This design comes from an exercise in tuning for small area and a short achievable clock period on the open sky130 flow, not from production work.
The RTL of this run was laid out without a check of its function.
Power figures rest on the tool's default switching activity, not on a simulated workload.

File: flow/design.v
`default_nettype none
package cpu_pkg;
    typedef logic signed [15:0] data_t;
    localparam logic [4:0] REG_CODE_0 = 5'b10001;
    localparam logic [4:0] REG_CODE_1 = 5'b10010;
    localparam logic [4:0] REG_CODE_2 = 5'b01000;
    localparam logic [4:0] REG_CODE_3 = 5'b10111;
    localparam logic [4:0] REG_CODE_4 = 5'b11111;
    localparam logic [4:0] REG_CODE_5 = 5'b10000;
    localparam logic [5:0] OPC_RTYPE = 6'b000000;
    localparam logic [5:0] OPC_ADDI  = 6'b001000;
    localparam logic [5:0] FN_ADD   = 6'b100000;
    localparam logic [5:0] FN_MULT  = 6'b011000;
    localparam logic [5:0] FN_SHL   = 6'b000000;
    localparam logic [5:0] FN_SHR   = 6'b000010;
    localparam logic [5:0] FN_RELU  = 6'b110001;
    localparam logic [5:0] FN_LEAKY = 6'b110010;
    typedef logic [2:0] op_t;
    localparam op_t OP_ADD   = 3'd0;
    localparam op_t OP_ADDI  = 3'd1;
    localparam op_t OP_SHL   = 3'd2;
    localparam op_t OP_SHR   = 3'd3;
    localparam op_t OP_MULT  = 3'd4;
    localparam op_t OP_LEAKY = 3'd5;
    localparam op_t OP_RELU  = 3'd6;
    localparam op_t OP_FAIL  = 3'd7;
endpackage
`default_nettype wire
`default_nettype none
module inst_decoder (
    input  wire logic [31:0]   instruction,
    output cpu_pkg::op_t       op,
    output logic [5:0]         a_sel,       
    output logic [5:0]         b_sel,       
    output logic               imm_b,       
    output logic [2:0]         wr
);
    function automatic logic [5:0] onehot(input logic [4:0] code);
        logic [5:0] oh;
        oh[0] = (code == cpu_pkg::REG_CODE_0);
        oh[1] = (code == cpu_pkg::REG_CODE_1);
        oh[2] = (code == cpu_pkg::REG_CODE_2);
        oh[3] = (code == cpu_pkg::REG_CODE_3);
        oh[4] = (code == cpu_pkg::REG_CODE_4);
        oh[5] = (code == cpu_pkg::REG_CODE_5);
        onehot = oh;
    endfunction
    function automatic logic [2:0] encode(input logic [5:0] oh);
        encode = {oh[4] | oh[5], oh[2] | oh[3], oh[1] | oh[3] | oh[5]};
    endfunction
    logic [5:0]    opcode, funct;
    logic [5:0]    rs_oh, rt_oh, rd_oh;
    logic          is_addi, is_r, fail;
    cpu_pkg::op_t  dec;
    assign opcode = instruction[31:26];
    assign funct  = instruction[5:0];
    assign rs_oh  = onehot(instruction[25:21]);
    assign rt_oh  = onehot(instruction[20:16]);
    assign rd_oh  = onehot(instruction[15:11]);
    assign is_addi = (opcode == cpu_pkg::OPC_ADDI);
    assign is_r    = (opcode == cpu_pkg::OPC_RTYPE);
    always_comb begin
        dec = cpu_pkg::OP_FAIL;
        if (is_addi) begin
            dec = cpu_pkg::OP_ADDI;
        end else if (is_r) begin
            case (funct)
                cpu_pkg::FN_ADD:   dec = cpu_pkg::OP_ADD;
                cpu_pkg::FN_MULT:  dec = cpu_pkg::OP_MULT;
                cpu_pkg::FN_SHL:   dec = cpu_pkg::OP_SHL;
                cpu_pkg::FN_SHR:   dec = cpu_pkg::OP_SHR;
                cpu_pkg::FN_RELU:  dec = cpu_pkg::OP_RELU;
                cpu_pkg::FN_LEAKY: dec = cpu_pkg::OP_LEAKY;
                default:           dec = cpu_pkg::OP_FAIL;
            endcase
        end
    end
    assign fail = (dec == cpu_pkg::OP_FAIL) || !(|rs_oh) || !(|rt_oh)
               || (!is_addi && !(|rd_oh));
    assign op = fail ? cpu_pkg::OP_FAIL : dec;
    assign imm_b = is_addi;
    assign a_sel = rs_oh;
    assign b_sel = imm_b ? 6'd0 : rt_oh;
    assign wr    = encode(is_addi ? rt_oh : rd_oh);
endmodule
`default_nettype wire
`default_nettype none
module radix4_multiplier (
    input  wire logic [15:0] a,
    input  wire logic [7:0]  one,
    input  wire logic [7:0]  two,
    input  wire logic [7:0]  neg,
    output logic [22:0] r0,     
    output logic [22:0] r1,     
    output logic [20:0] r2,     
    output logic        rx,     
    output logic        cin     
);
    logic [16:0] pp [8];
    logic [16:0] ax, a2;
    assign ax = {a[15], a};
    assign a2 = {a, 1'b0};
    for (genvar j = 0; j < 8; j++) begin : g_pp
        assign pp[j] = (({17{one[j]}} & ax) | ({17{two[j]}} & a2)) ^ {17{neg[j]}};
    end
    logic s1, c2, s3, c4, s5, c6, s7, c8, s9, c10, s11, c12, s13, c14, s15, c16, s17, c18, s19, c20, s21, c22, s23, c24, s25, c26, s27, c28, s29, c30, s31, c32, s33, c34, s35, c36, s37, c38, s39, c40, s41, c42, s43, c44, s45, c46, s47, c48, s49, c50, s51, c52, s53, c54, s55, c56, s57, c58, s59, c60, s61, c62, s63, c64, s65, c66, s67, c68, s69, c70, s71, c72, s73, c74, s75, c76, s77, c78, s79, c80, s81, c82, s83, c84, s85, c86, s87, c88, s89, c90, s91, c92, s93, c94, s95, c96, s97, c98, s99, c100, s101, c102, s103, c104, s105, c106, s107, c108, s109, c110, s111, c112, s113, c114, s115, c116, s117, c118, s119, c120, s121, c122, s123, c124, s125, c126, s127, c128, s129, c130, s131, c132, s133, c134, s135, c136, s137, c138, s139, c140, s141, c142, s143, c144, s145, c146, s147, c148, s149, c150, s151, c152, s153, c154, s155, c156, s157, c158, s159, c160, s161, c162, s163, c164, s165, c166, s167, c168, s169, c170, s171, c172, s173, c174, s175, c176, s177, c178, s179, c180, s181, c182, s183, c184, s185, c186;
    assign s1 = pp[0][10] ^ pp[1][8];
    assign c2 = pp[0][10] & pp[1][8];
    assign s3 = pp[0][11] ^ pp[1][9];
    assign c4 = pp[0][11] & pp[1][9];
    assign s5 = pp[0][12] ^ pp[1][10] ^ pp[2][8];
    assign c6 = (pp[0][12] & pp[1][10]) | (pp[0][12] & pp[2][8]) | (pp[1][10] & pp[2][8]);
    assign s7 = pp[3][6] ^ pp[4][4];
    assign c8 = pp[3][6] & pp[4][4];
    assign s9 = pp[0][13] ^ pp[1][11] ^ pp[2][9];
    assign c10 = (pp[0][13] & pp[1][11]) | (pp[0][13] & pp[2][9]) | (pp[1][11] & pp[2][9]);
    assign s11 = pp[3][7] ^ pp[4][5];
    assign c12 = pp[3][7] & pp[4][5];
    assign s13 = pp[0][14] ^ pp[1][12] ^ pp[2][10];
    assign c14 = (pp[0][14] & pp[1][12]) | (pp[0][14] & pp[2][10]) | (pp[1][12] & pp[2][10]);
    assign s15 = pp[3][8] ^ pp[4][6] ^ pp[5][4];
    assign c16 = (pp[3][8] & pp[4][6]) | (pp[3][8] & pp[5][4]) | (pp[4][6] & pp[5][4]);
    assign s17 = pp[6][2] ^ pp[7][0];
    assign c18 = pp[6][2] & pp[7][0];
    assign s19 = pp[0][15] ^ pp[1][13] ^ pp[2][11];
    assign c20 = (pp[0][15] & pp[1][13]) | (pp[0][15] & pp[2][11]) | (pp[1][13] & pp[2][11]);
    assign s21 = pp[3][9] ^ pp[4][7] ^ pp[5][5];
    assign c22 = (pp[3][9] & pp[4][7]) | (pp[3][9] & pp[5][5]) | (pp[4][7] & pp[5][5]);
    assign s23 = pp[6][3] ^ pp[7][1];
    assign c24 = pp[6][3] & pp[7][1];
    assign s25 = pp[0][16] ^ pp[1][14] ^ pp[2][12];
    assign c26 = (pp[0][16] & pp[1][14]) | (pp[0][16] & pp[2][12]) | (pp[1][14] & pp[2][12]);
    assign s27 = pp[3][10] ^ pp[4][8] ^ pp[5][6];
    assign c28 = (pp[3][10] & pp[4][8]) | (pp[3][10] & pp[5][6]) | (pp[4][8] & pp[5][6]);
    assign s29 = pp[6][4] ^ pp[7][2];
    assign c30 = pp[6][4] & pp[7][2];
    assign s31 = pp[0][16] ^ pp[1][15] ^ pp[2][13];
    assign c32 = (pp[0][16] & pp[1][15]) | (pp[0][16] & pp[2][13]) | (pp[1][15] & pp[2][13]);
    assign s33 = pp[3][11] ^ pp[4][9] ^ pp[5][7];
    assign c34 = (pp[3][11] & pp[4][9]) | (pp[3][11] & pp[5][7]) | (pp[4][9] & pp[5][7]);
    assign s35 = pp[6][5] ^ pp[7][3];
    assign c36 = pp[6][5] & pp[7][3];
    assign s37 = ~pp[0][16] ^ ~pp[1][16] ^ pp[2][14];
    assign c38 = (~pp[0][16] & ~pp[1][16]) | (~pp[0][16] & pp[2][14]) | (~pp[1][16] & pp[2][14]);
    assign s39 = pp[3][12] ^ pp[4][10] ^ pp[5][8];
    assign c40 = (pp[3][12] & pp[4][10]) | (pp[3][12] & pp[5][8]) | (pp[4][10] & pp[5][8]);
    assign s41 = pp[6][6] ^ pp[7][4];
    assign c42 = pp[6][6] & pp[7][4];
    assign s43 = pp[2][15] ^ pp[3][13] ^ pp[4][11];
    assign c44 = (pp[2][15] & pp[3][13]) | (pp[2][15] & pp[4][11]) | (pp[3][13] & pp[4][11]);
    assign s45 = pp[5][9] ^ pp[6][7] ^ pp[7][5];
    assign c46 = (pp[5][9] & pp[6][7]) | (pp[5][9] & pp[7][5]) | (pp[6][7] & pp[7][5]);
    assign s47 = ~pp[2][16] ^ pp[3][14] ^ pp[4][12];
    assign c48 = (~pp[2][16] & pp[3][14]) | (~pp[2][16] & pp[4][12]) | (pp[3][14] & pp[4][12]);
    assign s49 = pp[3][15] ^ pp[4][13];
    assign c50 = pp[3][15] & pp[4][13];
    assign s51 = pp[0][6] ^ pp[1][4];
    assign c52 = pp[0][6] & pp[1][4];
    assign s53 = pp[0][7] ^ pp[1][5];
    assign c54 = pp[0][7] & pp[1][5];
    assign s55 = pp[0][8] ^ pp[1][6] ^ pp[2][4];
    assign c56 = (pp[0][8] & pp[1][6]) | (pp[0][8] & pp[2][4]) | (pp[1][6] & pp[2][4]);
    assign s57 = pp[3][2] ^ pp[4][0];
    assign c58 = pp[3][2] & pp[4][0];
    assign s59 = pp[0][9] ^ pp[1][7] ^ pp[2][5];
    assign c60 = (pp[0][9] & pp[1][7]) | (pp[0][9] & pp[2][5]) | (pp[1][7] & pp[2][5]);
    assign s61 = pp[3][3] ^ pp[4][1];
    assign c62 = pp[3][3] & pp[4][1];
    assign s63 = pp[2][6] ^ pp[3][4] ^ pp[4][2];
    assign c64 = (pp[2][6] & pp[3][4]) | (pp[2][6] & pp[4][2]) | (pp[3][4] & pp[4][2]);
    assign s65 = pp[5][0] ^ neg[5] ^ s1;
    assign c66 = (pp[5][0] & neg[5]) | (pp[5][0] & s1) | (neg[5] & s1);
    assign s67 = pp[2][7] ^ pp[3][5] ^ pp[4][3];
    assign c68 = (pp[2][7] & pp[3][5]) | (pp[2][7] & pp[4][3]) | (pp[3][5] & pp[4][3]);
    assign s69 = pp[5][1] ^ c2 ^ s3;
    assign c70 = (pp[5][1] & c2) | (pp[5][1] & s3) | (c2 & s3);
    assign s71 = pp[5][2] ^ pp[6][0] ^ neg[6];
    assign c72 = (pp[5][2] & pp[6][0]) | (pp[5][2] & neg[6]) | (pp[6][0] & neg[6]);
    assign s73 = c4 ^ s5 ^ s7;
    assign c74 = (c4 & s5) | (c4 & s7) | (s5 & s7);
    assign s75 = pp[5][3] ^ pp[6][1] ^ c6;
    assign c76 = (pp[5][3] & pp[6][1]) | (pp[5][3] & c6) | (pp[6][1] & c6);
    assign s77 = c8 ^ s9 ^ s11;
    assign c78 = (c8 & s9) | (c8 & s11) | (s9 & s11);
    assign s79 = neg[7] ^ c10 ^ c12;
    assign c80 = (neg[7] & c10) | (neg[7] & c12) | (c10 & c12);
    assign s81 = s13 ^ s15 ^ s17;
    assign c82 = (s13 & s15) | (s13 & s17) | (s15 & s17);
    assign s83 = c14 ^ c16 ^ c18;
    assign c84 = (c14 & c16) | (c14 & c18) | (c16 & c18);
    assign s85 = s19 ^ s21 ^ s23;
    assign c86 = (s19 & s21) | (s19 & s23) | (s21 & s23);
    assign s87 = c20 ^ c22 ^ c24;
    assign c88 = (c20 & c22) | (c20 & c24) | (c22 & c24);
    assign s89 = s25 ^ s27 ^ s29;
    assign c90 = (s25 & s27) | (s25 & s29) | (s27 & s29);
    assign s91 = c26 ^ c28 ^ c30;
    assign c92 = (c26 & c28) | (c26 & c30) | (c28 & c30);
    assign s93 = s31 ^ s33 ^ s35;
    assign c94 = (s31 & s33) | (s31 & s35) | (s33 & s35);
    assign s95 = c32 ^ c34 ^ c36;
    assign c96 = (c32 & c34) | (c32 & c36) | (c34 & c36);
    assign s97 = s37 ^ s39 ^ s41;
    assign c98 = (s37 & s39) | (s37 & s41) | (s39 & s41);
    assign s99 = 1'b1 ^ c38 ^ c40;
    assign c100 = (1'b1 & c38) | (1'b1 & c40) | (c38 & c40);
    assign s101 = c42 ^ s43 ^ s45;
    assign c102 = (c42 & s43) | (c42 & s45) | (s43 & s45);
    assign s103 = pp[5][10] ^ pp[6][8] ^ pp[7][6];
    assign c104 = (pp[5][10] & pp[6][8]) | (pp[5][10] & pp[7][6]) | (pp[6][8] & pp[7][6]);
    assign s105 = c44 ^ c46 ^ s47;
    assign c106 = (c44 & c46) | (c44 & s47) | (c46 & s47);
    assign s107 = pp[5][11] ^ pp[6][9] ^ pp[7][7];
    assign c108 = (pp[5][11] & pp[6][9]) | (pp[5][11] & pp[7][7]) | (pp[6][9] & pp[7][7]);
    assign s109 = 1'b1 ^ c48 ^ s49;
    assign c110 = (1'b1 & c48) | (1'b1 & s49) | (c48 & s49);
    assign s111 = ~pp[3][16] ^ pp[4][14] ^ pp[5][12];
    assign c112 = (~pp[3][16] & pp[4][14]) | (~pp[3][16] & pp[5][12]) | (pp[4][14] & pp[5][12]);
    assign s113 = pp[6][10] ^ pp[7][8] ^ c50;
    assign c114 = (pp[6][10] & pp[7][8]) | (pp[6][10] & c50) | (pp[7][8] & c50);
    assign s115 = pp[4][15] ^ pp[5][13] ^ pp[6][11];
    assign c116 = (pp[4][15] & pp[5][13]) | (pp[4][15] & pp[6][11]) | (pp[5][13] & pp[6][11]);
    assign s117 = pp[7][9] ^ 1'b1;
    assign c118 = pp[7][9] & 1'b1;
    assign s119 = ~pp[4][16] ^ pp[5][14] ^ pp[6][12];
    assign c120 = (~pp[4][16] & pp[5][14]) | (~pp[4][16] & pp[6][12]) | (pp[5][14] & pp[6][12]);
    assign s121 = pp[5][15] ^ pp[6][13];
    assign c122 = pp[5][15] & pp[6][13];
    assign s123 = pp[0][4] ^ pp[1][2];
    assign c124 = pp[0][4] & pp[1][2];
    assign s125 = pp[0][5] ^ pp[1][3];
    assign c126 = pp[0][5] & pp[1][3];
    assign s127 = pp[2][2] ^ pp[3][0] ^ neg[3];
    assign c128 = (pp[2][2] & pp[3][0]) | (pp[2][2] & neg[3]) | (pp[3][0] & neg[3]);
    assign s129 = pp[2][3] ^ pp[3][1] ^ c52;
    assign c130 = (pp[2][3] & pp[3][1]) | (pp[2][3] & c52) | (pp[3][1] & c52);
    assign s131 = neg[4] ^ c54 ^ s55;
    assign c132 = (neg[4] & c54) | (neg[4] & s55) | (c54 & s55);
    assign s133 = c56 ^ c58 ^ s59;
    assign c134 = (c56 & c58) | (c56 & s59) | (c58 & s59);
    assign s135 = c60 ^ c62 ^ s63;
    assign c136 = (c60 & c62) | (c60 & s63) | (c62 & s63);
    assign s137 = c64 ^ c66 ^ s67;
    assign c138 = (c64 & c66) | (c64 & s67) | (c66 & s67);
    assign s139 = c68 ^ c70 ^ s71;
    assign c140 = (c68 & c70) | (c68 & s71) | (c70 & s71);
    assign s141 = c72 ^ c74 ^ s75;
    assign c142 = (c72 & c74) | (c72 & s75) | (c74 & s75);
    assign s143 = c76 ^ c78 ^ s79;
    assign c144 = (c76 & c78) | (c76 & s79) | (c78 & s79);
    assign s145 = c80 ^ c82 ^ s83;
    assign c146 = (c80 & c82) | (c80 & s83) | (c82 & s83);
    assign s147 = c84 ^ c86 ^ s87;
    assign c148 = (c84 & c86) | (c84 & s87) | (c86 & s87);
    assign s149 = c88 ^ c90 ^ s91;
    assign c150 = (c88 & c90) | (c88 & s91) | (c90 & s91);
    assign s151 = c92 ^ c94 ^ s95;
    assign c152 = (c92 & c94) | (c92 & s95) | (c94 & s95);
    assign s153 = c96 ^ c98 ^ s99;
    assign c154 = (c96 & c98) | (c96 & s99) | (c98 & s99);
    assign s155 = c100 ^ c102 ^ s103;
    assign c156 = (c100 & c102) | (c100 & s103) | (c102 & s103);
    assign s157 = c104 ^ c106 ^ s107;
    assign c158 = (c104 & c106) | (c104 & s107) | (c106 & s107);
    assign s159 = c108 ^ c110 ^ s111;
    assign c160 = (c108 & c110) | (c108 & s111) | (c110 & s111);
    assign s161 = c112 ^ c114 ^ s115;
    assign c162 = (c112 & c114) | (c112 & s115) | (c114 & s115);
    assign s163 = pp[7][10] ^ c116 ^ c118;
    assign c164 = (pp[7][10] & c116) | (pp[7][10] & c118) | (c116 & c118);
    assign s165 = pp[7][11] ^ 1'b1 ^ c120;
    assign c166 = (pp[7][11] & 1'b1) | (pp[7][11] & c120) | (1'b1 & c120);
    assign s167 = ~pp[5][16] ^ pp[6][14] ^ pp[7][12];
    assign c168 = (~pp[5][16] & pp[6][14]) | (~pp[5][16] & pp[7][12]) | (pp[6][14] & pp[7][12]);
    assign s169 = pp[6][15] ^ pp[7][13];
    assign c170 = pp[6][15] & pp[7][13];
    assign s171 = pp[0][2] ^ pp[1][0];
    assign c172 = pp[0][2] & pp[1][0];
    assign s173 = pp[0][3] ^ pp[1][1];
    assign c174 = pp[0][3] & pp[1][1];
    assign s175 = pp[2][0] ^ neg[2] ^ s123;
    assign c176 = (pp[2][0] & neg[2]) | (pp[2][0] & s123) | (neg[2] & s123);
    assign s177 = pp[2][1] ^ c124 ^ s125;
    assign c178 = (pp[2][1] & c124) | (pp[2][1] & s125) | (c124 & s125);
    assign s179 = s51 ^ c126 ^ s127;
    assign c180 = (s51 & c126) | (s51 & s127) | (c126 & s127);
    assign s181 = s53 ^ c128 ^ s129;
    assign c182 = (s53 & c128) | (s53 & s129) | (c128 & s129);
    assign s183 = s57 ^ c130 ^ s131;
    assign c184 = (s57 & c130) | (s57 & s131) | (c130 & s131);
    assign s185 = s61 ^ c132 ^ s133;
    assign c186 = (s61 & c132) | (s61 & s133) | (c132 & s133);
    logic [7:0] lo_x, lo_y;
    logic [8:0] lo_sum;
    assign lo_x[0] = pp[0][0];
    assign lo_y[0] = neg[0];
    assign lo_x[1] = pp[0][1];
    assign lo_y[1] = 1'b0;
    assign lo_x[2] = neg[1];
    assign lo_y[2] = s171;
    assign lo_x[3] = c172;
    assign lo_y[3] = s173;
    assign lo_x[4] = c174;
    assign lo_y[4] = s175;
    assign lo_x[5] = c176;
    assign lo_y[5] = s177;
    assign lo_x[6] = c178;
    assign lo_y[6] = s179;
    assign lo_x[7] = c180;
    assign lo_y[7] = s181;
    assign lo_sum = {1'b0, lo_x} + {1'b0, lo_y};
    assign cin = lo_sum[8];
    assign r0[0] = c182;
    assign r1[0] = s183;
    assign r0[1] = c184;
    assign r1[1] = s185;
    assign r0[2] = s65;
    assign r1[2] = c134;
    assign r2[0] = s135;
    assign r0[3] = s69;
    assign r1[3] = c136;
    assign r2[1] = s137;
    assign r0[4] = s73;
    assign r1[4] = c138;
    assign r2[2] = s139;
    assign r0[5] = s77;
    assign r1[5] = c140;
    assign r2[3] = s141;
    assign r0[6] = s81;
    assign r1[6] = c142;
    assign r2[4] = s143;
    assign r0[7] = s85;
    assign r1[7] = c144;
    assign r2[5] = s145;
    assign r0[8] = s89;
    assign r1[8] = c146;
    assign r2[6] = s147;
    assign r0[9] = s93;
    assign r1[9] = c148;
    assign r2[7] = s149;
    assign r0[10] = s97;
    assign r1[10] = c150;
    assign r2[8] = s151;
    assign r0[11] = s101;
    assign r1[11] = c152;
    assign r2[9] = s153;
    assign r0[12] = s105;
    assign r1[12] = c154;
    assign r2[10] = s155;
    assign r0[13] = s109;
    assign r1[13] = c156;
    assign r2[11] = s157;
    assign r0[14] = s113;
    assign r1[14] = c158;
    assign r2[12] = s159;
    assign r0[15] = s117;
    assign r1[15] = c160;
    assign r2[13] = s161;
    assign r0[16] = s119;
    assign r1[16] = c162;
    assign r2[14] = s163;
    assign r0[17] = s121;
    assign r1[17] = c164;
    assign r2[15] = s165;
    assign r0[18] = c122;
    assign r1[18] = c166;
    assign r2[16] = s167;
    assign r0[19] = 1'b1;
    assign r1[19] = c168;
    assign r2[17] = s169;
    assign r0[20] = ~pp[6][16];
    assign r1[20] = pp[7][14];
    assign r2[18] = c170;
    assign r0[21] = pp[7][15];
    assign r1[21] = 1'b1;
    assign r2[19] = 1'b0;
    assign r0[22] = ~pp[7][16];
    assign r1[22] = 1'b0;
    assign r2[20] = 1'b0;
    assign rx = c186;
endmodule
module mul_sum (
    input  wire logic [22:0] r0,
    input  wire logic [22:0] r1,
    input  wire logic [20:0] r2,
    input  wire logic        rx,
    input  wire logic        cin,
    output logic [15:0] p
);
    logic [22:0] x, y;
    logic [22:0] sum;
    logic [20:0] fs, fc;
    assign fs = r0[22:2] ^ r1[22:2] ^ r2;
    assign fc = (r0[22:2] & r1[22:2]) | (r0[22:2] & r2) | (r1[22:2] & r2);
    assign x = {fs, r0[1:0]};
    assign y = {fc[19:0], rx, r1[1:0]};
    logic [22:0] g0, p0;
    assign g0 = x & y;
    assign p0 = x ^ y;
    logic gc0;
    assign gc0 = g0[0] | (p0[0] & cin);
    logic gl1_1, pl1_1;
    assign gl1_1 = g0[1] | (p0[1] & gc0);
    assign pl1_1 = p0[1] & p0[0];
    logic gl1_2, pl1_2;
    assign gl1_2 = g0[2] | (p0[2] & g0[1]);
    assign pl1_2 = p0[2] & p0[1];
    logic gl1_3, pl1_3;
    assign gl1_3 = g0[3] | (p0[3] & g0[2]);
    assign pl1_3 = p0[3] & p0[2];
    logic gl1_4, pl1_4;
    assign gl1_4 = g0[4] | (p0[4] & g0[3]);
    assign pl1_4 = p0[4] & p0[3];
    logic gl1_5, pl1_5;
    assign gl1_5 = g0[5] | (p0[5] & g0[4]);
    assign pl1_5 = p0[5] & p0[4];
    logic gl1_6, pl1_6;
    assign gl1_6 = g0[6] | (p0[6] & g0[5]);
    assign pl1_6 = p0[6] & p0[5];
    logic gl1_7, pl1_7;
    assign gl1_7 = g0[7] | (p0[7] & g0[6]);
    assign pl1_7 = p0[7] & p0[6];
    logic gl1_8, pl1_8;
    assign gl1_8 = g0[8] | (p0[8] & g0[7]);
    assign pl1_8 = p0[8] & p0[7];
    logic gl1_9, pl1_9;
    assign gl1_9 = g0[9] | (p0[9] & g0[8]);
    assign pl1_9 = p0[9] & p0[8];
    logic gl1_10, pl1_10;
    assign gl1_10 = g0[10] | (p0[10] & g0[9]);
    assign pl1_10 = p0[10] & p0[9];
    logic gl1_11, pl1_11;
    assign gl1_11 = g0[11] | (p0[11] & g0[10]);
    assign pl1_11 = p0[11] & p0[10];
    logic gl1_12, pl1_12;
    assign gl1_12 = g0[12] | (p0[12] & g0[11]);
    assign pl1_12 = p0[12] & p0[11];
    logic gl1_13, pl1_13;
    assign gl1_13 = g0[13] | (p0[13] & g0[12]);
    assign pl1_13 = p0[13] & p0[12];
    logic gl1_14, pl1_14;
    assign gl1_14 = g0[14] | (p0[14] & g0[13]);
    assign pl1_14 = p0[14] & p0[13];
    logic gl1_15, pl1_15;
    assign gl1_15 = g0[15] | (p0[15] & g0[14]);
    assign pl1_15 = p0[15] & p0[14];
    logic gl1_16, pl1_16;
    assign gl1_16 = g0[16] | (p0[16] & g0[15]);
    assign pl1_16 = p0[16] & p0[15];
    logic gl1_17, pl1_17;
    assign gl1_17 = g0[17] | (p0[17] & g0[16]);
    assign pl1_17 = p0[17] & p0[16];
    logic gl1_18, pl1_18;
    assign gl1_18 = g0[18] | (p0[18] & g0[17]);
    assign pl1_18 = p0[18] & p0[17];
    logic gl1_19, pl1_19;
    assign gl1_19 = g0[19] | (p0[19] & g0[18]);
    assign pl1_19 = p0[19] & p0[18];
    logic gl1_20, pl1_20;
    assign gl1_20 = g0[20] | (p0[20] & g0[19]);
    assign pl1_20 = p0[20] & p0[19];
    logic gl1_21, pl1_21;
    assign gl1_21 = g0[21] | (p0[21] & g0[20]);
    assign pl1_21 = p0[21] & p0[20];
    logic gl1_22, pl1_22;
    assign gl1_22 = g0[22] | (p0[22] & g0[21]);
    assign pl1_22 = p0[22] & p0[21];
    logic gl2_2, pl2_2;
    assign gl2_2 = gl1_2 | (pl1_2 & gc0);
    assign pl2_2 = pl1_2 & p0[0];
    logic gl2_3, pl2_3;
    assign gl2_3 = gl1_3 | (pl1_3 & gl1_1);
    assign pl2_3 = pl1_3 & pl1_1;
    logic gl2_4, pl2_4;
    assign gl2_4 = gl1_4 | (pl1_4 & gl1_2);
    assign pl2_4 = pl1_4 & pl1_2;
    logic gl2_5, pl2_5;
    assign gl2_5 = gl1_5 | (pl1_5 & gl1_3);
    assign pl2_5 = pl1_5 & pl1_3;
    logic gl2_6, pl2_6;
    assign gl2_6 = gl1_6 | (pl1_6 & gl1_4);
    assign pl2_6 = pl1_6 & pl1_4;
    logic gl2_7, pl2_7;
    assign gl2_7 = gl1_7 | (pl1_7 & gl1_5);
    assign pl2_7 = pl1_7 & pl1_5;
    logic gl2_8, pl2_8;
    assign gl2_8 = gl1_8 | (pl1_8 & gl1_6);
    assign pl2_8 = pl1_8 & pl1_6;
    logic gl2_9, pl2_9;
    assign gl2_9 = gl1_9 | (pl1_9 & gl1_7);
    assign pl2_9 = pl1_9 & pl1_7;
    logic gl2_10, pl2_10;
    assign gl2_10 = gl1_10 | (pl1_10 & gl1_8);
    assign pl2_10 = pl1_10 & pl1_8;
    logic gl2_11, pl2_11;
    assign gl2_11 = gl1_11 | (pl1_11 & gl1_9);
    assign pl2_11 = pl1_11 & pl1_9;
    logic gl2_12, pl2_12;
    assign gl2_12 = gl1_12 | (pl1_12 & gl1_10);
    assign pl2_12 = pl1_12 & pl1_10;
    logic gl2_13, pl2_13;
    assign gl2_13 = gl1_13 | (pl1_13 & gl1_11);
    assign pl2_13 = pl1_13 & pl1_11;
    logic gl2_14, pl2_14;
    assign gl2_14 = gl1_14 | (pl1_14 & gl1_12);
    assign pl2_14 = pl1_14 & pl1_12;
    logic gl2_15, pl2_15;
    assign gl2_15 = gl1_15 | (pl1_15 & gl1_13);
    assign pl2_15 = pl1_15 & pl1_13;
    logic gl2_16, pl2_16;
    assign gl2_16 = gl1_16 | (pl1_16 & gl1_14);
    assign pl2_16 = pl1_16 & pl1_14;
    logic gl2_17, pl2_17;
    assign gl2_17 = gl1_17 | (pl1_17 & gl1_15);
    assign pl2_17 = pl1_17 & pl1_15;
    logic gl2_18, pl2_18;
    assign gl2_18 = gl1_18 | (pl1_18 & gl1_16);
    assign pl2_18 = pl1_18 & pl1_16;
    logic gl2_19, pl2_19;
    assign gl2_19 = gl1_19 | (pl1_19 & gl1_17);
    assign pl2_19 = pl1_19 & pl1_17;
    logic gl2_20, pl2_20;
    assign gl2_20 = gl1_20 | (pl1_20 & gl1_18);
    assign pl2_20 = pl1_20 & pl1_18;
    logic gl2_21, pl2_21;
    assign gl2_21 = gl1_21 | (pl1_21 & gl1_19);
    assign pl2_21 = pl1_21 & pl1_19;
    logic gl2_22, pl2_22;
    assign gl2_22 = gl1_22 | (pl1_22 & gl1_20);
    assign pl2_22 = pl1_22 & pl1_20;
    logic gl3_4, pl3_4;
    assign gl3_4 = gl2_4 | (pl2_4 & gc0);
    assign pl3_4 = pl2_4 & p0[0];
    logic gl3_5, pl3_5;
    assign gl3_5 = gl2_5 | (pl2_5 & gl1_1);
    assign pl3_5 = pl2_5 & pl1_1;
    logic gl3_6, pl3_6;
    assign gl3_6 = gl2_6 | (pl2_6 & gl2_2);
    assign pl3_6 = pl2_6 & pl2_2;
    logic gl3_7, pl3_7;
    assign gl3_7 = gl2_7 | (pl2_7 & gl2_3);
    assign pl3_7 = pl2_7 & pl2_3;
    logic gl3_8, pl3_8;
    assign gl3_8 = gl2_8 | (pl2_8 & gl2_4);
    assign pl3_8 = pl2_8 & pl2_4;
    logic gl3_9, pl3_9;
    assign gl3_9 = gl2_9 | (pl2_9 & gl2_5);
    assign pl3_9 = pl2_9 & pl2_5;
    logic gl3_10, pl3_10;
    assign gl3_10 = gl2_10 | (pl2_10 & gl2_6);
    assign pl3_10 = pl2_10 & pl2_6;
    logic gl3_11, pl3_11;
    assign gl3_11 = gl2_11 | (pl2_11 & gl2_7);
    assign pl3_11 = pl2_11 & pl2_7;
    logic gl3_12, pl3_12;
    assign gl3_12 = gl2_12 | (pl2_12 & gl2_8);
    assign pl3_12 = pl2_12 & pl2_8;
    logic gl3_13, pl3_13;
    assign gl3_13 = gl2_13 | (pl2_13 & gl2_9);
    assign pl3_13 = pl2_13 & pl2_9;
    logic gl3_14, pl3_14;
    assign gl3_14 = gl2_14 | (pl2_14 & gl2_10);
    assign pl3_14 = pl2_14 & pl2_10;
    logic gl3_15, pl3_15;
    assign gl3_15 = gl2_15 | (pl2_15 & gl2_11);
    assign pl3_15 = pl2_15 & pl2_11;
    logic gl3_16, pl3_16;
    assign gl3_16 = gl2_16 | (pl2_16 & gl2_12);
    assign pl3_16 = pl2_16 & pl2_12;
    logic gl3_17, pl3_17;
    assign gl3_17 = gl2_17 | (pl2_17 & gl2_13);
    assign pl3_17 = pl2_17 & pl2_13;
    logic gl3_18, pl3_18;
    assign gl3_18 = gl2_18 | (pl2_18 & gl2_14);
    assign pl3_18 = pl2_18 & pl2_14;
    logic gl3_19, pl3_19;
    assign gl3_19 = gl2_19 | (pl2_19 & gl2_15);
    assign pl3_19 = pl2_19 & pl2_15;
    logic gl3_20, pl3_20;
    assign gl3_20 = gl2_20 | (pl2_20 & gl2_16);
    assign pl3_20 = pl2_20 & pl2_16;
    logic gl3_21, pl3_21;
    assign gl3_21 = gl2_21 | (pl2_21 & gl2_17);
    assign pl3_21 = pl2_21 & pl2_17;
    logic gl3_22, pl3_22;
    assign gl3_22 = gl2_22 | (pl2_22 & gl2_18);
    assign pl3_22 = pl2_22 & pl2_18;
    logic gl4_8, pl4_8;
    assign gl4_8 = gl3_8 | (pl3_8 & gc0);
    assign pl4_8 = pl3_8 & p0[0];
    logic gl4_9, pl4_9;
    assign gl4_9 = gl3_9 | (pl3_9 & gl1_1);
    assign pl4_9 = pl3_9 & pl1_1;
    logic gl4_10, pl4_10;
    assign gl4_10 = gl3_10 | (pl3_10 & gl2_2);
    assign pl4_10 = pl3_10 & pl2_2;
    logic gl4_11, pl4_11;
    assign gl4_11 = gl3_11 | (pl3_11 & gl2_3);
    assign pl4_11 = pl3_11 & pl2_3;
    logic gl4_12, pl4_12;
    assign gl4_12 = gl3_12 | (pl3_12 & gl3_4);
    assign pl4_12 = pl3_12 & pl3_4;
    logic gl4_13, pl4_13;
    assign gl4_13 = gl3_13 | (pl3_13 & gl3_5);
    assign pl4_13 = pl3_13 & pl3_5;
    logic gl4_14, pl4_14;
    assign gl4_14 = gl3_14 | (pl3_14 & gl3_6);
    assign pl4_14 = pl3_14 & pl3_6;
    logic gl4_15, pl4_15;
    assign gl4_15 = gl3_15 | (pl3_15 & gl3_7);
    assign pl4_15 = pl3_15 & pl3_7;
    logic gl4_16, pl4_16;
    assign gl4_16 = gl3_16 | (pl3_16 & gl3_8);
    assign pl4_16 = pl3_16 & pl3_8;
    logic gl4_17, pl4_17;
    assign gl4_17 = gl3_17 | (pl3_17 & gl3_9);
    assign pl4_17 = pl3_17 & pl3_9;
    logic gl4_18, pl4_18;
    assign gl4_18 = gl3_18 | (pl3_18 & gl3_10);
    assign pl4_18 = pl3_18 & pl3_10;
    logic gl4_19, pl4_19;
    assign gl4_19 = gl3_19 | (pl3_19 & gl3_11);
    assign pl4_19 = pl3_19 & pl3_11;
    logic gl4_20, pl4_20;
    assign gl4_20 = gl3_20 | (pl3_20 & gl3_12);
    assign pl4_20 = pl3_20 & pl3_12;
    logic gl4_21, pl4_21;
    assign gl4_21 = gl3_21 | (pl3_21 & gl3_13);
    assign pl4_21 = pl3_21 & pl3_13;
    logic gl4_22, pl4_22;
    assign gl4_22 = gl3_22 | (pl3_22 & gl3_14);
    assign pl4_22 = pl3_22 & pl3_14;
    logic gl5_16, pl5_16;
    assign gl5_16 = gl4_16 | (pl4_16 & gc0);
    assign pl5_16 = pl4_16 & p0[0];
    logic gl5_17, pl5_17;
    assign gl5_17 = gl4_17 | (pl4_17 & gl1_1);
    assign pl5_17 = pl4_17 & pl1_1;
    logic gl5_18, pl5_18;
    assign gl5_18 = gl4_18 | (pl4_18 & gl2_2);
    assign pl5_18 = pl4_18 & pl2_2;
    logic gl5_19, pl5_19;
    assign gl5_19 = gl4_19 | (pl4_19 & gl2_3);
    assign pl5_19 = pl4_19 & pl2_3;
    logic gl5_20, pl5_20;
    assign gl5_20 = gl4_20 | (pl4_20 & gl3_4);
    assign pl5_20 = pl4_20 & pl3_4;
    logic gl5_21, pl5_21;
    assign gl5_21 = gl4_21 | (pl4_21 & gl3_5);
    assign pl5_21 = pl4_21 & pl3_5;
    logic gl5_22, pl5_22;
    assign gl5_22 = gl4_22 | (pl4_22 & gl3_6);
    assign pl5_22 = pl4_22 & pl3_6;
    logic [22:0] carry;
    assign carry[0] = cin;
    assign carry[1] = gc0;
    assign carry[2] = gl1_1;
    assign carry[3] = gl2_2;
    assign carry[4] = gl2_3;
    assign carry[5] = gl3_4;
    assign carry[6] = gl3_5;
    assign carry[7] = gl3_6;
    assign carry[8] = gl3_7;
    assign carry[9] = gl4_8;
    assign carry[10] = gl4_9;
    assign carry[11] = gl4_10;
    assign carry[12] = gl4_11;
    assign carry[13] = gl4_12;
    assign carry[14] = gl4_13;
    assign carry[15] = gl4_14;
    assign carry[16] = gl4_15;
    assign carry[17] = gl5_16;
    assign carry[18] = gl5_17;
    assign carry[19] = gl5_18;
    assign carry[20] = gl5_19;
    assign carry[21] = gl5_20;
    assign carry[22] = gl5_21;
    assign sum = p0 ^ carry;
    assign p = sum[22:7];
endmodule
`default_nettype wire
`default_nettype none
module execute_stage (
    input  wire logic          clk,
    input  wire logic          rst_n,
    input  wire logic          in_valid,
    input  wire cpu_pkg::op_t  op_0,
    input  wire logic [15:0]   imm_0,
    input  wire logic [2:0]    wr_0,
    input  wire logic [15:0]   a_0,
    input  wire logic [15:0]   b_0,
    output logic               done,
    output logic [5:0]         we,
    output logic [15:0]        wd
);
    localparam int K  = 8;     
    localparam int K3 = 10;    
    localparam int W  = 31 - K;
    logic        is_shr, big;
    logic [3:0]  m;
    logic [7:0]  one_0, two_0, neg_0;
    assign is_shr = (op_0 == cpu_pkg::OP_SHR);
    assign big    = imm_0[10];
    assign m      = ~imm_0[9:6] & {4{~big}};
    for (genvar j = 0; j < 8; j++) begin : g_enc
        logic b0, b1, b2;
        if (j == 0) begin : g_first
            assign b0 = 1'b0;
        end else begin : g_rest
            assign b0 = b_0[2*j-1];
        end
        assign b1 = b_0[2*j];
        assign b2 = b_0[2*j+1];
        assign one_0[j] = is_shr ? (m == 4'(2*j))   : (b1 ^ b0);
        assign two_0[j] = is_shr ? (m == 4'(2*j+1)) : ((b2 & ~b1 & ~b0) | (~b2 & b1 & b0));
        assign neg_0[j] = ~is_shr & b2;
    end
    logic          valid_1;
    cpu_pkg::op_t  op_1;
    logic [2:0]    wr_1;
    logic [15:0]   a_1;
    logic [7:0]    one_1, two_1, neg_1;
    always_ff @(posedge clk or negedge rst_n) begin
        if (!rst_n) begin
            valid_1 <= 1'b0;
        end else begin
            valid_1 <= in_valid;
        end
    end
    always_ff @(posedge clk) begin
        op_1  <= op_0;
        wr_1  <= wr_0;
        case (op_0)
            cpu_pkg::OP_SHR: a_1 <= b_0;
            cpu_pkg::OP_SHL: a_1 <= imm_0;
            default:         a_1 <= a_0;
        endcase
        one_1 <= one_0;
        two_1 <= two_0;
        neg_1 <= neg_0;
    end
    logic [15:0] b_1;
    for (genvar j = 0; j < 8; j++) begin : g_dec
        assign b_1[2*j+1] = neg_1[j];
        if (j == 0) begin : g_first
            assign b_1[0] = one_1[0];
        end else begin : g_rest
            assign b_1[2*j] = one_1[j] ^ neg_1[j-1];
        end
    end
    logic [W-1:0]     m0, m1;
    logic [30-K3:0]   m2;
    logic             mx, mc;
    radix4_multiplier i_mult (
        .a   (a_1),
        .one (one_1),
        .two (two_1),
        .neg (neg_1),
        .r0  (m0),
        .r1  (m1),
        .r2  (m2),
        .rx  (mx),
        .cin (mc)
    );
    logic        neg_b, use_mul;
    logic [4:0]  shamt;
    logic [15:0] other, addend;
    assign neg_b   = b_1[15];
    assign shamt   = a_1[10:6];
    assign use_mul = (op_1 == cpu_pkg::OP_MULT) | (op_1 == cpu_pkg::OP_SHR)
                   | ((op_1 == cpu_pkg::OP_LEAKY) & neg_b);
    always_comb begin
        case (op_1)
            cpu_pkg::OP_ADD,
            cpu_pkg::OP_ADDI:  other = a_1;
            cpu_pkg::OP_SHL:   other = b_1 << shamt;
            default:           other = neg_b ? 16'd0 : b_1;    
        endcase
    end
    assign addend = (op_1 == cpu_pkg::OP_ADD || op_1 == cpu_pkg::OP_ADDI) ? b_1 : 16'd0;
    logic          valid_2, wv_2;    
    logic [2:0]    wr_2;
    logic [W-1:0]  r0_2, r1_2;
    logic [30-K3:0] r2_2;
    logic          rx_2, cin_2;
    always_ff @(posedge clk or negedge rst_n) begin
        if (!rst_n) begin
            valid_2 <= 1'b0;
            wv_2    <= 1'b0;
        end else begin
            valid_2 <= valid_1;
            wv_2    <= valid_1 & (op_1 != cpu_pkg::OP_FAIL);
        end
    end
    always_ff @(posedge clk) begin
        wr_2  <= wr_1;
        r0_2  <= use_mul ? m0 : {other, {(15-K){1'b0}}};
        r1_2  <= use_mul ? m1 : {addend, {(15-K){1'b0}}};
        r2_2  <= {(31-K3){use_mul}} & m2;
        rx_2  <= use_mul & mx;
        cin_2 <= use_mul & mc;
    end
    logic [15:0] sum_2;
    mul_sum i_sum (
        .r0  (r0_2),
        .r1  (r1_2),
        .r2  (r2_2),
        .rx  (rx_2),
        .cin (cin_2),
        .p   (sum_2)
    );
    logic          valid_3, wv_3;
    logic [2:0]    wr_3;
    logic [15:0]   wd_3;
    always_ff @(posedge clk or negedge rst_n) begin
        if (!rst_n) begin
            valid_3 <= 1'b0;
            wv_3    <= 1'b0;
        end else begin
            valid_3 <= valid_2;
            wv_3    <= wv_2;
        end
    end
    always_ff @(posedge clk) begin
        wr_3 <= wr_2;
        wd_3 <= sum_2;
    end
    assign done = valid_3;
    for (genvar g = 0; g < 6; g++) begin : g_we
        assign we[g] = wv_3 & (wr_3 == 3'(g));
    end
    assign wd   = wd_3;
endmodule
`default_nettype wire
`default_nettype none
module reg_file (
    input  wire logic          clk,
    input  wire logic          rst_n,
    input  wire logic          done,       
    input  wire logic [5:0]    we,         
    input  wire logic [15:0]   wd,
    input  wire logic [5:0]    a_sel,
    input  wire logic [5:0]    b_sel,
    input  wire logic          imm_b,      
    input  wire logic [15:0]   imm,
    output logic [15:0]        a,          
    output logic [15:0]        b,
    output logic               out_valid,
    output logic               instruction_fail,
    output logic [15:0]        out_0,
    output logic [15:0]        out_1,
    output logic [15:0]        out_2,
    output logic [15:0]        out_3,
    output logic [15:0]        out_4,
    output logic [15:0]        out_5
);
    logic [15:0] regs_n [6];   
    logic [5:0]  written;      
    logic [5:0]  hide;         
    for (genvar g = 0; g < 6; g++) begin : g_reg
        always_ff @(posedge clk) begin
            if (we[g]) begin
                regs_n[g] <= ~wd;
            end
        end
    end
    always_ff @(posedge clk or negedge rst_n) begin
        if (!rst_n) begin
            written          <= '0;
            hide             <= '1;
            out_valid        <= 1'b0;
            instruction_fail <= 1'b0;
        end else begin
            written          <= written | we;
            hide             <= ~({6{done}} & (written | we));
            out_valid        <= done;
            instruction_fail <= done & ~(|we);
        end
    end
    logic [5:0] a_reg, b_reg;
    logic       a_wd, b_wd;
    assign a_reg = a_sel & written & ~we;
    assign b_reg = b_sel & written & ~we;
    assign a_wd  = |(a_sel & we);
    assign b_wd  = |(b_sel & we);
    always_comb begin
        a = {16{a_wd}} & wd;
        b = ({16{imm_b}} & imm) | ({16{b_wd}} & wd);
        for (int g = 0; g < 6; g++) begin
            a = a | ({16{a_reg[g]}} & ~regs_n[g]);
            b = b | ({16{b_reg[g]}} & ~regs_n[g]);
        end
    end
    assign out_0 = ~({16{hide[0]}} | regs_n[0]);
    assign out_1 = ~({16{hide[1]}} | regs_n[1]);
    assign out_2 = ~({16{hide[2]}} | regs_n[2]);
    assign out_3 = ~({16{hide[3]}} | regs_n[3]);
    assign out_4 = ~({16{hide[4]}} | regs_n[4]);
    assign out_5 = ~({16{hide[5]}} | regs_n[5]);
endmodule
`default_nettype wire
`default_nettype none
module cpu_top #(
    parameter int FRAC_BITS = 15
) (
    input  wire logic         clk,
    input  wire logic         rst_n,
    input  wire logic         in_valid,
    input  wire logic [31:0]  instruction,
    output logic              out_valid,
    output logic              instruction_fail,
    output cpu_pkg::data_t    out_0,
    output cpu_pkg::data_t    out_1,
    output cpu_pkg::data_t    out_2,
    output cpu_pkg::data_t    out_3,
    output cpu_pkg::data_t    out_4,
    output cpu_pkg::data_t    out_5
);
    cpu_pkg::op_t  op;
    logic [5:0]    a_sel, b_sel;
    logic          imm_b;
    logic [2:0]    wr;
    logic [15:0]   a, b;
    logic          done;
    logic [5:0]    we;
    logic [15:0]   wd;
    inst_decoder i_decoder (
        .instruction (instruction),
        .op          (op),
        .a_sel       (a_sel),
        .b_sel       (b_sel),
        .imm_b       (imm_b),
        .wr          (wr)
    );
    reg_file i_regs (
        .clk              (clk),
        .rst_n            (rst_n),
        .done             (done),
        .we               (we),
        .wd               (wd),
        .a_sel            (a_sel),
        .b_sel            (b_sel),
        .imm_b            (imm_b),
        .imm              (instruction[15:0]),
        .a                (a),
        .b                (b),
        .out_valid        (out_valid),
        .instruction_fail (instruction_fail),
        .out_0            (out_0),
        .out_1            (out_1),
        .out_2            (out_2),
        .out_3            (out_3),
        .out_4            (out_4),
        .out_5            (out_5)
    );
    execute_stage i_execute (
        .clk      (clk),
        .rst_n    (rst_n),
        .in_valid (in_valid),
        .op_0     (op),
        .imm_0    (instruction[15:0]),
        .wr_0     (wr),
        .a_0      (a),
        .b_0      (b),
        .done     (done),
        .we       (we),
        .wd       (wd)
    );
endmodule
`default_nettype wire
File: flow/flow/run.sh
#!/bin/bash
# The standard layout, with plain buffers (not delay cells) on the ports.
set -euo pipefail
bash standard.sh BUFFER_PORTS_ARGS="-buffer_cell sky130_fd_sc_hd__buf_1" finish > standard_flow.log 2>&1
File: flow/standard.sh
#!/bin/bash
# synth_recipe.tcl (not shown) runs the flow's synth.tcl, then flattens the netlist and writes it again
# the make line also repeats each setting of config.mk as NAME=value (left out here)
make -C /OpenROAD-flow-scripts/flow DESIGN_CONFIG=/design/flow/config.mk WORK_HOME=/design/flow/orfs CLKGATE_MAP_FILE= SYNTH_SCRIPT=/design/flow/synth_recipe.tcl "${@:-finish}"
File: flow/config.mk
export PLATFORM = sky130hd
export DESIGN_NAME = cpu_top
export DESIGN_NICKNAME = cpu_top
export VERILOG_FILES = /design/flow/design.v
export SDC_FILE = /design/flow/constraint.sdc
export NUM_CORES = 4
export LEC_CHECK = 0
export CAP_MARGIN = 20
export CORE_MARGIN = 2
export CORE_UTILIZATION = 65
export CTS_CLUSTER_DIAMETER = 70
export CTS_CLUSTER_SIZE = 20
export PLACE_DENSITY = 0.72
export SETUP_SLACK_MARGIN = 1.95
export SLEW_MARGIN = 20
File: flow/constraint.sdc
create_clock -name core_clock -period 5.0 [get_ports {clk}]
set_input_delay 1.0000 -clock core_clock [delete_from_list [all_inputs] [get_ports {clk}]]
set_output_delay 1.0000 -clock core_clock [all_outputs]
set_load 0.01 [all_outputs]
==> qor.yml <==
cells_and_area:
  final_layout_size_suffix_gt1_frac: 0.132
  area_growth_pct: 13.6
  number_of_antenna_repair_diodes: 0
  non_filler_instance_count_after_layout: 2150
  layout.cells.most_common_list: "sky130_fd_sc_hd__nor2_1 (193), sky130_fd_sc_hd__buf_1 (128), sky130_fd_sc_hd__a22oi_1 (123)"
  final_core_area_utilization: 0.748
  layout.nets: 1978
  layout_commonest_cell: "sky130_fd_sc_hd__nor2_1"
sta:
  max_freq_mhz: 318
  finalWorstPathRequiredPeriod_ns: 3.15
  finalSetupViolCount: 0
  rsz0062_at_grt: "yes"
  finalSetupTns_ns: 0
  finalHoldViolCount: 0
  final-max-slew-violation-count: 0
  worst_slew_pin_slew_ns: 1.20
  fin_worst_hold_slack_ns: 0.330
  final_clock_period_utilization_by_the_worst_path: 0.630
  worst_slew_margin_rel: 0.198
  fin_worst_skew_ns: 0.0282
worst_setup_path:
  timing.setup.critical_path_class: "in2reg"
  reg2reg_to: "i_execute.r2_2[10]"
  cp.required_ns: 5.41
  kind_of_capture_point_of_the_worst_setup_path: "register"
  r2r_start: "i_execute.one_1[7]"
  worstPathArrival_ns: 3.56
  critPathMaxFanout: 6
  crit_startpoint: "instruction[31]"
  crit_path_end: "i_execute.two_1[1]"
  start_kind: "input pin"
  ff_to_ff_path_depth: 6
  reg2reg_setup_slack_ns: 1.94
logic_synthesis:
  syn-cell-area_um2: 16400
  synth_cells: 1702
  ys_top_cells_by_area: "sky130_fd_sc_hd__edfxtp_1 (18%), sky130_fd_sc_hd__dfxtp_1 (16%), sky130_fd_sc_hd__fa_1 (10%)"
  number_of_nets_in_the_synthesized_netlist: 1873
  ys_ff_latch: 250
  synth.lib_cells_used.distinct: 91
  yosys_top_cell_area_share: 0.175
  share_of_synthesized_registers_carrying_an_async_set_or_reset: 0.0760
  syn_area_per_cell_um2: 9.65
  portion_of_the_post_synthesis_area_used_by_sequential_elements: 0.369
  synthDominantAreaCellType: "sky130_fd_sc_hd__edfxtp_1"
  total_number_of_yosys_warnings: 6
  synth_top_flop_cell: "sky130_fd_sc_hd__dfxtp_1"
  count_of_flip_flops_with_a_built_in_enable_after_synthesis: 96
floorplan:
  initial_core_utilization: 0.658
  design.core.area_um2: 25000
  number_of_primary_i_o_pins: 133
  floorplan.die.height_um: 163
  die_area_um2: 26600
  floorplan.rows: 58
  dieWidth_um: 163
global_route:
  grtUsageTotal: 0.405
  grt_antenna_before_repair: 1
  number_of_global_route_vias_before_repair: 14500
  grt_remaining_overflow: 0
  grt_max_degree: 34
  grt_first_pass_wirelength_mm: 82.2
detailed_routing:
  drt_drc_violations_left: 0
  wl_per_cell_um: 25.7
  route.detailed.vias_per_inst: 6.98
  routed-via-count: 15000
  drt_first_iter_violations: 2264
  postRouteAntennaNets: 0
  pre_repair_dr_iteration_count: 9
  routed_wl_mm: 55.3
cts:
  cts_buffer_depth: 3
  cts-root-buf: "sky130_fd_sc_hd__clkbuf_16"
  cts_made_buffers: 19
  clkTransAtPathRegs_ns: 0.08
  worst_skew_pair.late_latency_ns: 0.53
  tritoncts_clock_tree: "done"
  htree_num_levels: 1
  tritoncts_num_sinks: 250
place:
  place.port_buffers: 132
  hpwl_mm: 36.6
  place.gp.congestion: 0.955
  place_inst: 2056
power:
  maximum_vdd_ir_drop_v: 0.000344
  power.density_cell_area_nw_per_um2: 205
  static-leakage-power_nw: 6.47
  totalPowerFinal_mw: 3.82
min_path:
  hold_class: "reg2reg"
run:
  max_cap_viol_count: 0
run_status:
  run_status: "no timing/DRC/antenna violations"
## stage by stage
step	area [um2]	setup WS [ns]
2_1_floorplan	16500	1.81
6_report	18700	1.85
3_5_place_dp	17100	0.949
4_1_cts	18000	1.94
3_3_place_gp	17100	1.02
5_1_grt	18700	1.80
## cell families after synthesis
group / Yosys count / synth area share
AOI/OAI and AO/OA: 469 / 0.198
and+or+nand+nor: 426 / 0.126
DFF: 250 / 0.369
buffers and inverters: 220 / 0.0544
xor gates and xnor gates: 165 / 0.0880
adders and majority gates: 136 / 0.142
muxes: 36 / 0.0225
## worst max-delay path, cell delays in order
cell and delay, ns:
sky130_fd_sc_hd__buf_1 0.07, sky130_fd_sc_hd__or4_4 0.58, sky130_fd_sc_hd__nor3_4 0.28, sky130_fd_sc_hd__buf_6 0.16, sky130_fd_sc_hd__buf_6 0.11, sky130_fd_sc_hd__buf_12 0.09, sky130_fd_sc_hd__or4_4 0.19, sky130_fd_sc_hd__o2111ai_2 0.11
sky130_fd_sc_hd__a2111o_1 0.52, sky130_fd_sc_hd__and3_1 0.23, sky130_fd_sc_hd__o21ai_1 0.13, sky130_fd_sc_hd__o21ai_1 0.08
## final cells by class
type	instances	area, um2
clock buffers	26	533
clock inverters	8	85.1
fillers	1872	6300
inverters	78	299
multi-input cells	1236	9850
flip-flops and latches	250	6100
well taps	330	413
repair buffers	222	1380
## synth_stat cells, types with 29 or more instances
master and instances:
sky130_fd_sc_hd__dfxtp_1 135, sky130_fd_sc_hd__xnor2_1 104, sky130_fd_sc_hd__nand2_1 74, sky130_fd_sc_hd__o221ai_1 29
sky130_fd_sc_hd__nor2_1 194, sky130_fd_sc_hd__a21oi_1 93, sky130_fd_sc_hd__a22oi_1 124, sky130_fd_sc_hd__inv_1 75
sky130_fd_sc_hd__o21ai_0 58, sky130_fd_sc_hd__xor2_1 61, sky130_fd_sc_hd__clkbuf_1 96, sky130_fd_sc_hd__edfxtp_1 96
sky130_fd_sc_hd__o22ai_1 66, sky130_fd_sc_hd__ha_1 52, sky130_fd_sc_hd__fa_1 84
## layer usage
layer | up-vias | routed length, um | global-route usage | share of wire
met2 | 1202 | 25300 | 0.633 | 0.46
li1 | 6317 | - | - | -
met4 | 4 | 2470 | 0.188 | 0.045
met5 | - | 23 | 0 | 0.00042
met3 | 280 | 7200 | 0.0924 | 0.13
met1 | 7202 | 20300 | 0.538 | 0.37
## report_power, final
| part | switching [mW] | internal [mW] |
|---|---|---|
| clock network | 0.787 | 0.781 |
| registers | 0.0182 | 2.11 |
| logic | 0.0828 | 0.0441 |
## worst min path at each step
stage / start / endpoint / slack (ns) / cells after the start
detailed placement: i_execute.wr_2[0] / i_execute.wr_3[0] / 0.31 / 0
global route: i_execute.wr_2[0] / i_execute.wr_3[0] / 0.34 / 0
global placement: i_execute.wr_2[1] / i_execute.wr_3[1] / 0.31 / 0
floorplan: i_execute.wr_1[0] / i_execute.wr_2[0] / 0.31 / 0
CTS: i_execute.wr_2[0] / i_execute.wr_3[0] / 0.33 / 0
finish: i_execute.wr_1[1] / i_execute.wr_2[1] / 0.33 / 0
## sequential cells by signal, summed over array words and instances (netlist names)
signal,flops
i_execute.a_1,16
i_execute.r0_2,23
i_execute.valid_2,1
i_execute.wv_2,1
i_execute.cin_2,1
i_execute.wr_3,3
i_execute.two_1,8
i_execute.r2_2,19
i_execute.wr_1,3
i_execute.wv_3,1
i_execute.rx_2,1
i_execute.one_1,8
i_execute.valid_3,1
i_execute.neg_1,8
i_execute.valid_1,1
i_regs.out_valid,1
i_regs.written,6
i_execute.wr_2,3
i_regs.hide,6
i_regs.regs_n,96
i_execute.op_1,3
i_regs.instruction_fail,1
i_execute.r1_2,23
i_execute.wd_3,16
## what timing repair did
| item | CTS | global route |
|---|---|---|
| hold buffers | 0 | 0 |
| endpoints found under the setup margin | 58 | 57 |
| pin swaps | 14 | 25 |
| setup buffers | 23 | 31 |
| resized for setup | 32 | 68 |
| gates cloned | 2 | 4 |

## port drivers added, routing unchanged
In the flow no input, the clock included, has a driving cell. The finished layout below was timed again as built, in two steps. Step 1, drivers: a clkbuf_16 drives clk and a buf_2 each remaining input, both assumed. Step 2, shift: input delay + t, output delay - t, t = (earliest + latest rising clock arrival at the registers) / 2. This alone moves slack from input paths to output paths. Slacks: no drivers / after step 1 / after step 2; pairs: no drivers / after step 1.
t, ns: 0.569
setup slack, ns: 1.851 / 1.881 / 1.313
worst hold slack (ns): 0.330 / 0.330 / 0.330
pins driven straight from the clock port: 1
After both steps this run still meets setup and hold. For this run, drivers alone change the setup slack by +0.030 ns; drivers and shift together by -0.538 ns.
